From an optimization exercise on the open Yosys and OpenROAD flow, aimed at small area and few clock cycles per item; shortcuts taken in it are not production practice.
The RTL was checked by simulation tests, not by an equivalence proof against the original design.
Power is estimated from default activity; no workload was simulated.

Setup of PW:
==> flow/design.v <==
package slu_pkg;
  localparam logic [3:0] S_IDLE     = 4'd0;
  localparam logic [3:0] S_BANG     = 4'd5;
  localparam logic [3:0] S_EQUAL    = 4'd6;
  localparam logic [3:0] S_LESS     = 4'd7;
  localparam logic [3:0] S_GREATER  = 4'd8;
  localparam logic [3:0] S_SLASH    = 4'd9;
  localparam logic [3:0] S_COMMENT  = 4'd1;
  localparam logic [3:0] S_STRING   = 4'd2;
  localparam logic [3:0] S_NUMBER   = 4'd3;
  localparam logic [3:0] S_NUM_DOT  = 4'd4;
  localparam logic [3:0] S_FRACTION = 4'd10;
  localparam logic [3:0] S_DOTP     = 4'd11;    
  localparam logic [3:0] S_WORD     = 4'd12;    
  localparam logic [3:0] S_IDENT    = 4'd13;    
  function automatic logic [4:0] kw_first(input logic [7:0] c);
    case (c)
      "a": kw_first = 5'd0;
      "c": kw_first = 5'd1;
      "e": kw_first = 5'd2;
      "f": kw_first = 5'd3;
      "i": kw_first = 5'd6;
      "n": kw_first = 5'd7;
      "o": kw_first = 5'd8;
      "p": kw_first = 5'd9;
      "r": kw_first = 5'd10;
      "s": kw_first = 5'd11;
      "t": kw_first = 5'd12;
      "v": kw_first = 5'd14;
      "w": kw_first = 5'd15;
      default: kw_first = 5'd16;
    endcase
  endfunction
  function automatic logic [4:0] kw_char(input logic [3:0] k, input logic [2:0] i);
    logic [63:0] t;
    t = '0;
    if (k == 4'd0) t = 64'(24'h646e61);
    if (k == 4'd1) t = 64'(40'h7373616c63);
    if (k == 4'd2) t = 64'(32'h65736c65);
    if (k == 4'd3) t = 64'(40'h65736c6166);
    if (k == 4'd4) t = 64'(24'h726f66);
    if (k == 4'd5) t = 64'h6e6f6974636e7566;
    if (k == 4'd6) t = 64'(16'h6669);
    if (k == 4'd7) t = 64'(32'h6c6c756e);
    if (k == 4'd8) t = 64'(16'h726f);
    if (k == 4'd9) t = 64'(40'h746e697270);
    if (k == 4'd10) t = 64'(48'h6e7275746572);
    if (k == 4'd11) t = 64'(40'h7265707573);
    if (k == 4'd12) t = 64'(32'h73696874);
    if (k == 4'd13) t = 64'(32'h65757274);
    if (k == 4'd14) t = 64'(24'h726176);
    if (k == 4'd15) t = 64'(40'h656c696877);
    kw_char = 5'd0;
    for (int j = 0; j < 7; j++)
      if (i == 3'(j)) kw_char = t[8*(j+1) +: 5];
  endfunction
  function automatic logic kw_end(input logic [3:0] k, input logic [2:0] i);
    case (k)
      4'd0, 4'd4, 4'd14:              kw_end = (i == 3'd2);
      4'd2, 4'd7, 4'd12, 4'd13:       kw_end = (i == 3'd3);
      4'd1, 4'd3, 4'd9, 4'd11, 4'd15: kw_end = (i == 3'd4);
      4'd10:                          kw_end = (i == 3'd5);
      4'd5:                           kw_end = (i == 3'd7);
      default:                        kw_end = (i == 3'd1);
    endcase
  endfunction
endpackage
import slu_pkg::*;
module source_code_lexer_unit (
  input  logic        clk,
  input  logic        rst_n,
  input  logic        in_tvalid,
  output logic        in_tready,
  input  logic [7:0]  in_tdata,    
  input  logic        in_tlast,    
  output logic        out_tvalid,
  input  logic        out_tready,
  output logic [55:0] out_tdata,   
  output logic        out_tlast    
);
  logic        valid_r;
  logic [7:0]  char_r;
  logic        eot_r;
  logic [3:0]  st_r;
  logic [3:0]  kw_r;       
  logic [2:0]  ki_r;       
  logic [15:0] pos_r, begin_r, line_r;
  logic        tok;        
  logic        fin;        
  logic [5:0]  kind;
  logic [1:0]  ssel;       
  logic [2:0]  lsel;       
  logic [3:0]  st_nxt;
  logic [3:0]  kw_nxt;
  logic [2:0]  ki_nxt;
  logic        line_inc, set_begin, restart;
  logic        f_tok;
  logic [5:0]  f_kind;
  logic [3:0]  f_st;
  logic [4:0]  f_kw;
  logic        f_nl;
  logic        p_tok;
  logic [5:0]  p_kind;
  logic [1:0]  p_ssel;
  logic [2:0]  p_lsel;
  logic        is_digit, is_alpha;
  logic        step;
  assign is_digit = (char_r >= "0") && (char_r <= "9");
  assign is_alpha = ((char_r >= "a") && (char_r <= "z")) || ((char_r >= "A") && (char_r <= "Z"))
                    || (char_r == "_");
  assign f_kw     = slu_pkg::kw_first(char_r);
  always_comb begin
    f_tok  = 1'b0;
    f_kind = 6'd39;
    f_st   = S_IDLE;
    f_nl   = 1'b0;
    case (char_r)
      "(": begin f_tok = 1'b1; f_kind = 6'd0; end
      ")": begin f_tok = 1'b1; f_kind = 6'd1; end
      "{": begin f_tok = 1'b1; f_kind = 6'd2; end
      "}": begin f_tok = 1'b1; f_kind = 6'd3; end
      ",": begin f_tok = 1'b1; f_kind = 6'd4; end
      ".": begin f_tok = 1'b1; f_kind = 6'd5; end
      "-": begin f_tok = 1'b1; f_kind = 6'd6; end
      "+": begin f_tok = 1'b1; f_kind = 6'd7; end
      ";": begin f_tok = 1'b1; f_kind = 6'd8; end
      "*": begin f_tok = 1'b1; f_kind = 6'd9; end
      "!": f_st = S_BANG;
      "=": f_st = S_EQUAL;
      "<": f_st = S_LESS;
      ">": f_st = S_GREATER;
      "/": f_st = S_SLASH;
      " ", 8'h0d, 8'h09: ;
      8'h0a: f_nl = 1'b1;
      "\"": f_st = S_STRING;
      default: begin
        if (is_digit)      f_st = S_NUMBER;
        else if (is_alpha) f_st = f_kw[4] ? S_IDENT : S_WORD;
        else               f_tok = 1'b1;
      end
    endcase
  end
  always_comb begin
    p_tok  = 1'b1;
    p_kind = 6'd21;
    p_ssel = 2'd0;
    p_lsel = 3'd0;
    case (st_r)
      S_IDLE, S_COMMENT: p_tok = 1'b0;
      S_BANG, S_EQUAL, S_LESS, S_GREATER, S_SLASH: begin
        p_kind = {1'b0, st_r, 1'b0}; p_lsel = 3'd1;
      end
      S_STRING:  p_kind = 6'd40;
      S_NUMBER, S_FRACTION: ;
      S_NUM_DOT: p_lsel = 3'd4;
      S_DOTP:    begin p_kind = 6'd5; p_ssel = 2'd2; p_lsel = 3'd1; end
      S_WORD:    p_kind = slu_pkg::kw_end(kw_r, ki_r) ? 6'd22 + 6'(kw_r) : 6'd19;
      default:   p_kind = 6'd19;
    endcase
  end
  always_comb begin
    logic rescan;
    tok       = 1'b0;
    fin       = 1'b1;
    kind      = p_kind;
    ssel      = p_ssel;
    lsel      = p_lsel;
    st_nxt    = st_r;
    kw_nxt    = f_kw[3:0];
    ki_nxt    = 3'd0;
    line_inc  = 1'b0;
    set_begin = 1'b0;
    restart   = 1'b0;
    rescan    = 1'b0;
    if (eot_r) begin
      if (p_tok) begin
        tok    = 1'b1;
        fin    = 1'b0;
        st_nxt = (st_r == S_NUM_DOT) ? S_DOTP : S_IDLE;
      end else begin
        tok     = 1'b1;
        kind    = 6'd38;
        ssel    = 2'd1;
        lsel    = 3'd3;
        restart = 1'b1;
        st_nxt  = S_IDLE;
      end
    end else begin
      case (st_r)
        S_BANG, S_EQUAL, S_LESS, S_GREATER: begin
          if (char_r == "=") begin
            tok    = 1'b1;
            kind   = p_kind + 6'd1;
            lsel   = 3'd2;
            st_nxt = S_IDLE;
          end else rescan = 1'b1;
        end
        S_SLASH: begin
          if (char_r == "/") st_nxt = S_COMMENT;
          else rescan = 1'b1;
        end
        S_COMMENT: begin
          if (char_r == 8'h0a) begin
            line_inc = 1'b1;
            st_nxt   = S_IDLE;
          end
        end
        S_STRING: begin
          if (char_r == 8'h0a) line_inc = 1'b1;
          if (char_r == "\"") begin
            tok    = 1'b1;
            kind   = 6'd20;
            lsel   = 3'd5;
            st_nxt = S_IDLE;
          end
        end
        S_NUMBER: begin
          if (char_r == ".") st_nxt = S_NUM_DOT;
          else if (!is_digit) rescan = 1'b1;
        end
        S_NUM_DOT: begin
          if (is_digit) st_nxt = S_FRACTION;
          else rescan = 1'b1;
        end
        S_FRACTION: begin
          if (!is_digit) rescan = 1'b1;
        end
        S_IDLE, S_DOTP: rescan = 1'b1;
        S_WORD: begin
          if (is_alpha || is_digit) begin
            kw_nxt = kw_r;
            ki_nxt = ki_r + 3'd1;
            if (ki_r == 3'd0 && kw_r == 4'd3 && (char_r == "o" || char_r == "u"))
              kw_nxt = (char_r == "o") ? 4'd4 : 4'd5;
            else if (ki_r == 3'd0 && kw_r == 4'd12 && char_r == "r")
              kw_nxt = 4'd13;
            else if (char_r[7:5] != 3'b011 || char_r[4:0] != slu_pkg::kw_char(kw_r, ki_r))
              st_nxt = S_IDENT;
          end else rescan = 1'b1;
        end
        default: begin
          if (!(is_alpha || is_digit)) rescan = 1'b1;
        end
      endcase
      if (rescan) begin
        if (p_tok && (f_tok || st_r == S_NUM_DOT)) begin
          tok    = 1'b1;
          fin    = 1'b0;
          st_nxt = (st_r == S_NUM_DOT) ? S_DOTP : S_IDLE;
        end else begin
          tok       = p_tok | f_tok;
          if (!p_tok) begin
            kind = f_kind;
            ssel = 2'd1;
            lsel = 3'd1;
          end
          st_nxt    = f_st;
          line_inc  = f_nl;
          set_begin = 1'b1;
        end
      end
    end
  end
  logic [15:0] start, len;
  logic [16:0] pos_inc, sub_a;
  logic [15:0] sub_b;
  logic        sub_c;
  logic [17:0] diff;
  assign pos_inc = {1'b0, pos_r} + 17'd1;
  assign sub_a   = (lsel == 3'd5) ? pos_inc : {1'b0, pos_r};
  assign sub_b   = (ssel == 2'd2) ? 16'd0 : begin_r;
  assign sub_c   = !(lsel == 3'd4 || ssel == 2'd2);
  assign diff    = {1'b0, sub_a} + {2'b11, ~sub_b} + 18'(sub_c);
  always_comb begin
    case (ssel)
      2'd0:    start = begin_r;
      2'd1:    start = pos_r;
      default: start = diff[15:0];
    endcase
    case (lsel)
      3'd1:    len = 16'd1;
      3'd2:    len = 16'd2;
      3'd3:    len = 16'd0;
      default: len = diff[17] ? 16'd0 : diff[16] ? 16'hFFFF : diff[15:0];
    endcase
  end
  assign step       = valid_r && (!tok || out_tready);
  assign in_tready  = !valid_r || (fin && (!tok || out_tready));
  assign out_tvalid = valid_r && tok;
  assign out_tdata  = {2'b00, line_r, len, start, kind};
  assign out_tlast  = fin;
  always_ff @(posedge clk) begin
    if (!rst_n) begin
      valid_r <= 1'b0;
      st_r    <= S_IDLE;
      pos_r   <= 16'd0;
      begin_r <= 16'd0;
      line_r  <= 16'd1;
    end else begin
      if (in_tready) valid_r <= in_tvalid;
      if (step) begin
        st_r <= st_nxt;
        kw_r <= kw_nxt;
        ki_r <= ki_nxt;
        if (fin) begin
          if (restart) begin
            pos_r   <= 16'd0;
            begin_r <= 16'd0;
            line_r  <= 16'd1;
          end else begin
            if (!pos_inc[16]) pos_r <= pos_inc[15:0];
            if (set_begin) begin_r <= pos_r;
            if (line_inc && line_r != 16'hFFFF) line_r <= line_r + 16'd1;
          end
        end
      end
    end
  end
  always_ff @(posedge clk) begin
    if (in_tready) begin
      char_r <= in_tdata;
      eot_r  <= in_tlast;
    end
  end
endmodule
export LEC_CHECK = 0
export ABC_AREA = 1
export CAP_MARGIN = 20
export CORE_MARGIN = 2
export CORE_UTILIZATION = 70
export SLEW_MARGIN = 20
create_clock -name core_clock -period 10.0 [get_ports {clk}]
standard.sh (not shown) runs the stock make flow with config.mk's settings and CLKGATE_MAP_FILE= SYNTH_SCRIPT=/design/flow/synth_recipe.tcl, a recipe that flattens the netlist after the stock synthesis.
==> flow/flow/run.sh <==
#!/bin/bash
# The standard layout (standard.sh), with these changes:
#  - synthesis maps the logic with flow/abc_area.script (ABC_AREA is 1 in config.mk), an
#    area-oriented ABC script built on &deepsyn, instead of ORFS's own abc_area.script;
#    everything else in synthesis (registers, flattening, renaming) is the standard one.
#  - the port buffers use sky130_fd_sc_hd__buf_1 instead of the resizer's default choice.
#  - clock tree synthesis adds no dummy load cells (-dont_use_dummy_load).
# Each tool's full output stays in the ORFS logs under orfs/logs; standard.sh's own output
# goes to standard.log.
set -euo pipefail
here=$(pwd)
rm -rf "$here/orfs_scripts"
cp -r "$FLOW_HOME/scripts" "$here/orfs_scripts"
cp "$here/flow/abc_area.script" "$here/orfs_scripts/abc_area.script"
export SCRIPTS_DIR="$here/orfs_scripts"
export BUFFER_PORTS_ARGS="-buffer_cell sky130_fd_sc_hd__buf_1"
export CTS_ARGS="-sink_clustering_enable -repair_clock_nets -dont_use_dummy_load"
bash standard.sh > standard.log 2>&1
==> flow/flow/abc_area.script <==
strash
&get -n
&deepsyn -T 240
&put
strash
&get -n
&nf -R 1000
&put
topo
stime -c
Testbench counts of PW, summed over its fixed seeds: cycles 34,367, bytes 33,802.
#### Input delta (MS over PW)
--- a/flow/design.v
+++ b/flow/design.v
@@ -80,12 +80,12 @@
 );
   logic        valid_r;
   logic [7:0]  char_r;
   logic        eot_r;
   logic [3:0]  st_r;
-  logic [3:0]  kw_r;       
-  logic [2:0]  ki_r;       
+  logic [3:0]  kw_r;
+  logic [2:0]  ki_r;
   logic [15:0] pos_r, begin_r, line_r;
   logic        tok;        
   logic        fin;        
   logic [5:0]  kind;
   logic [1:0]  ssel;       
@@ -164,12 +164,12 @@
     fin       = 1'b1;
     kind      = p_kind;
     ssel      = p_ssel;
     lsel      = p_lsel;
     st_nxt    = st_r;
-    kw_nxt    = f_kw[3:0];
-    ki_nxt    = 3'd0;
+    kw_nxt    = kw_r;
+    ki_nxt    = ki_r + 3'd1;
     line_inc  = 1'b0;
     set_begin = 1'b0;
     restart   = 1'b0;
     rescan    = 1'b0;
     if (eot_r) begin
@@ -226,12 +226,10 @@
           if (!is_digit) rescan = 1'b1;
         end
         S_IDLE, S_DOTP: rescan = 1'b1;
         S_WORD: begin
           if (is_alpha || is_digit) begin
-            kw_nxt = kw_r;
-            ki_nxt = ki_r + 3'd1;
             if (ki_r == 3'd0 && kw_r == 4'd3 && (char_r == "o" || char_r == "u"))
               kw_nxt = (char_r == "o") ? 4'd4 : 4'd5;
             else if (ki_r == 3'd0 && kw_r == 4'd12 && char_r == "r")
               kw_nxt = 4'd13;
             else if (char_r[7:5] != 3'b011 || char_r[4:0] != slu_pkg::kw_char(kw_r, ki_r))
@@ -253,10 +251,12 @@
             kind = f_kind;
             ssel = 2'd1;
             lsel = 3'd1;
           end
           st_nxt    = f_st;
+          kw_nxt    = f_kw[3:0];
+          ki_nxt    = 3'd0;
           line_inc  = f_nl;
           set_begin = 1'b1;
         end
       end
     end
@@ -298,13 +298,13 @@
       line_r  <= 16'd1;
     end else begin
       if (in_tready) valid_r <= in_tvalid;
       if (step) begin
         st_r <= st_nxt;
-        kw_r <= kw_nxt;
-        ki_r <= ki_nxt;
         if (fin) begin
+          kw_r <= kw_nxt;
+          ki_r <= ki_nxt;
           if (restart) begin
             pos_r   <= 16'd0;
             begin_r <= 16'd0;
             line_r  <= 16'd1;
           end else begin
Notes after the runs:
- On MS: met3 wire length is 140 um lower than what PW gave.
- When MS is set beside PW, its post-synthesis cell type count turns out to be about 1.8% smaller.
- MS against PW: register share of the cell area was more or less identical, power went down by 28 uW.
- Relative to PW, register-to-register slack decreased by 0.30 ns in MS.
- Compared to PW, MS has combinational fraction of design power 3.6 points lower.
Testbench counts of MS, summed over its fixed seeds: cycles 34,367, bytes 33,802.

afterwards: timing with drivers on the ports:
Ports are ideal in the flow. The routed layouts listed here were re-timed in OpenROAD.
Step 1 assumes that a clkbuf_16 drives the clock port and a buf_2 every other input.
Step 2 moves the port delays by t, midway between the first and last clock arrival at a register: inputs arrive t later, outputs are due t later. That takes back most of the time a late clock gives input paths.
Slacks: ideal ports / drivers / drivers and shift; pairs: ideal ports / drivers.
| run | shift t [ns] | slack for setup (ns) | worst register clock-pin slew, ns | worst data-port slew with drivers (ns) |
|---|---|---|---|---|
| PW | 0.371 | 0.552 / 0.518 / 0.890 | 0.08 / 0.08 | 0.04 |
| MS | 0.370 | 1.182 / 1.149 / 1.519 | 0.09 / 0.09 | 0.04 |
After both steps setup and hold are still met in every run listed.
